What follows belongs to an exercise in optimizing a design on an open flow for small area and a short achievable clock period; a production flow would make more cautious choices. In this exercise RTL edits were held to simulation tests only and were not proved equivalent to the original. Power is estimated from default activity; no workload was simulated.

job 4862:
Design mips, start of the top module:
module mips (
	input  logic                           clock,
	input  logic                           rst_n,
	input  logic                           imem_we,     
	input  logic [$clog2(64)-1:0] imem_addr,   
	input  logic [32-1:0]         imem_wdata,
	output logic [32-1:0]         pc,
	output logic [32-1:0]         alu_result,
	output logic [32-1:0]         data_mem
);
	logic [63:0][28:0] imem;
	logic [63:0][31:0] dmem;
	logic [31:0][31:0] regs;    
	logic [31:1]       valid;
	logic [29:0] pcw;
	logic [63:0] poh;
	logic [15:0] ir_imm;
	logic [4:0]  ir_wa;
	logic        ir_wen;
	logic        ir_lw;
	logic        ir_sw;
	logic        ir_beq;
	logic        ir_bc;
	logic [63:0] ir_toh;    
	logic        ir_sub;
	logic        ir_sum;
	logic        ir_and;
	logic        ir_or;
	logic        ir_slt;
	logic [31:0] opa;
	logic [31:0] opb;
	logic [31:0] opx;
	logic [63:0] drsel;
	logic [63:0] dwsel;
	logic        taken;
	logic [29:0] pcw_next;
  ...
For scale: about 16000 cells after synthesis, roughly 0.21 mm^2 of cells after synthesis.
==> flow/config.mk <==
export PLATFORM = sky130hd
export DESIGN_NAME = mips
export DESIGN_NICKNAME = mips
export VERILOG_FILES = /design/flow/design.v
export SDC_FILE = /design/flow/constraint.sdc
export NUM_CORES = 4
export LEC_CHECK = 0
export CAP_MARGIN = 20
export CORE_MARGIN = 2
export CORE_UTILIZATION = 62
export CTS_CLUSTER_DIAMETER = 100
export CTS_CLUSTER_SIZE = 24
export PLACE_DENSITY = 0.75
export SLEW_MARGIN = 20
export SYNTH_HIERARCHICAL = 1
==> flow/constraint.sdc <==
create_clock -name core_clock -period 14.0 [get_ports {clock}]
set_input_delay 2.8000 -clock core_clock [delete_from_list [all_inputs] [get_ports {clock}]]
set_output_delay 2.8000 -clock core_clock [all_outputs]
set_load 0.01 [all_outputs]
standard.sh (not shown) runs the stock make flow with config.mk's settings and CLKGATE_MAP_FILE= SYNTH_SCRIPT=/design/flow/synth_recipe.tcl, a recipe that flattens the netlist after the stock synthesis.
==> flow/flow/run.sh <==
#!/bin/bash
set -uo pipefail
bash standard.sh SETUP_SLACK_MARGIN=8.5 \
  "BUFFER_PORTS_ARGS=-buffer_cell sky130_fd_sc_hd__buf_4" \
  finish > make_finish.log 2>&1
Every stage of job 4862 finished as expected; the final checks, on the other hand, flagged antenna violations, which means the layout fails.
#### Input delta (job 4945 over job 4862)
==> flow/flow/run.sh <==
#!/bin/bash
set -uo pipefail
bash standard.sh SETUP_SLACK_MARGIN=8 \
  "BUFFER_PORTS_ARGS=-buffer_cell sky130_fd_sc_hd__buf_4" \
  finish > make_finish.log 2>&1
Notes after the runs:
In summary, job 4945 completed successfully, with a layout that passed the timing, design-rule and antenna checks.
Against job 4862 as the reference, job 4945 delivers a lower met3 demand-to-capacity share in global routing.
Slew at the pin closest to its max-slew limit in job 4945 vs job 4862: up 0.030 ns
Compared with job 4862, job 4945 shows a net switching power figure that is 0.15 mW lower.
The run showing the greater hold slack is job 4945.
Higher post-cts resize count was reported by job 4862, not job 4945.
Summary of job 4945 over job 4862: signed area change from the synthesized netlist to the final layout decreased 3.0 points; final cell count decreased 249.
Job 4862 reports its worst setup path startpoint as opa[6] while job 4945 reports ir_toh[60].
When job 4945 is set beside job 4862, its critical path depth turns out to be 13 larger.
Routed via count: job 4945 better than job 4862
STATUS first-iteration DRC count: job 4945 wins against job 4862

* * *

== alpha ==
Another version of the RTL of mips (not shown whole).
Size in the first run: about 15000 cells after synthesis, about 140 I/O pins, ~210000 µm² of cells after synthesis.
export LEC_CHECK = 0
export CAP_MARGIN = 20
export CORE_MARGIN = 2
export CORE_UTILIZATION = 56
export CTS_CLUSTER_DIAMETER = 100
export CTS_CLUSTER_SIZE = 24
export PLACE_DENSITY = 0.7
export SLEW_MARGIN = 20
export SYNTH_HIERARCHICAL = 1
create_clock -name core_clock -period 14.0 [get_ports {clock}]
==> flow/flow/run.sh <==
#!/bin/bash
set -uo pipefail
bash standard.sh SETUP_SLACK_MARGIN=8.5 \
  "BUFFER_PORTS_ARGS=-buffer_cell sky130_fd_sc_hd__buf_4" \
  finish > make_finish.log 2>&1
The following lists how beta was set up differently from alpha:
- PLACE_DENSITY now 0.75, was 0.7
- CORE_UTILIZATION now 62, was 56
==> flow/flow/run.sh <==
#!/bin/bash
set -uo pipefail
bash standard.sh SETUP_SLACK_MARGIN=8 \
  "BUFFER_PORTS_ARGS=-buffer_cell sky130_fd_sc_hd__buf_4" \
  finish > make_finish.log 2>&1
[summary]
Proportion of power drawn by the clock network in beta vs alpha: up 0.3 points. A path type of the worst setup path of flip-flop to flip-flop is what beta shows, while flip-flop to primary output belongs to alpha. Looking at global-route usage, beta sits above alpha. beta ended up with fewer standard cells than alpha. No stage failed in beta, and the final checks on the layout all came back clean. Taking alpha as the reference, in beta final instance area now smaller; setup slack dropped 170 ps; wire length down about 5%; critical path data arrival time up 3870 ps; post-route total power shrank by 0.40 mW.
The following lists how gamma was set up differently from beta:
- a change of PLACE_DENSITY from 0.75 to 0.65
- a change of CORE_UTILIZATION from 62 to 50
==> flow/flow/run.sh <==
#!/bin/bash
set -uo pipefail
bash standard.sh SETUP_SLACK_MARGIN=8.5 \
  "BUFFER_PORTS_ARGS=-buffer_cell sky130_fd_sc_hd__buf_4" \
  finish > make_finish.log 2>&1
Findings:
Vias: gamma more than beta. | via density per instance | higher: beta |. Number of flip-flops and latches: beta vs gamma identical. Going from beta to gamma, total power grows by 2.9%. Looking at die extent in y across beta and gamma, the one that comes out higher is gamma. Final-layout worst hold slack (lower): beta. Looking at finished layout cell area, gamma sits above beta. In the flow results for beta and gamma, the peak supply drop is smaller on gamma.

==> static timing again, ports no longer ideal <==
Ports are ideal in the flow. The routed layouts listed here were re-timed in OpenROAD.
Step 1: set_driving_cell puts a clkbuf_16 on clock and a buf_2 on each other input, an assumption about the parent block.
Step 2 moves the port delays by t, midway between the first and last clock arrival at a register: inputs arrive t later, outputs are due t later. That takes back most of the time a late clock gives input paths.
Three values: no drivers, after step 1, after step 2; two values: the first two.
| run | shift t [ns] | setup WS [ns] | worst slew at a driven data input, ns | pins driven straight from the clock port |
|---|---|---|---|---|
| job 4862 | 1.097 | 7.947 / 7.850 / 7.267 | 0.07 | 1 |
| job 4945 | 1.107 | 7.719 / 7.719 / 6.945 | 0.05 | 1 |
| alpha | 1.119 | 8.029 / 7.912 / 7.230 | 0.23 | 1 |
| beta | 1.117 | 7.863 / 7.816 / 6.918 | 0.20 | 1 |
| gamma | 1.163 | 7.948 / 7.821 / 7.262 | 0.15 | 1 |
The setup slack of beta, which loses most, moves by -0.047 ns with the drivers and by -0.945 ns with both steps.
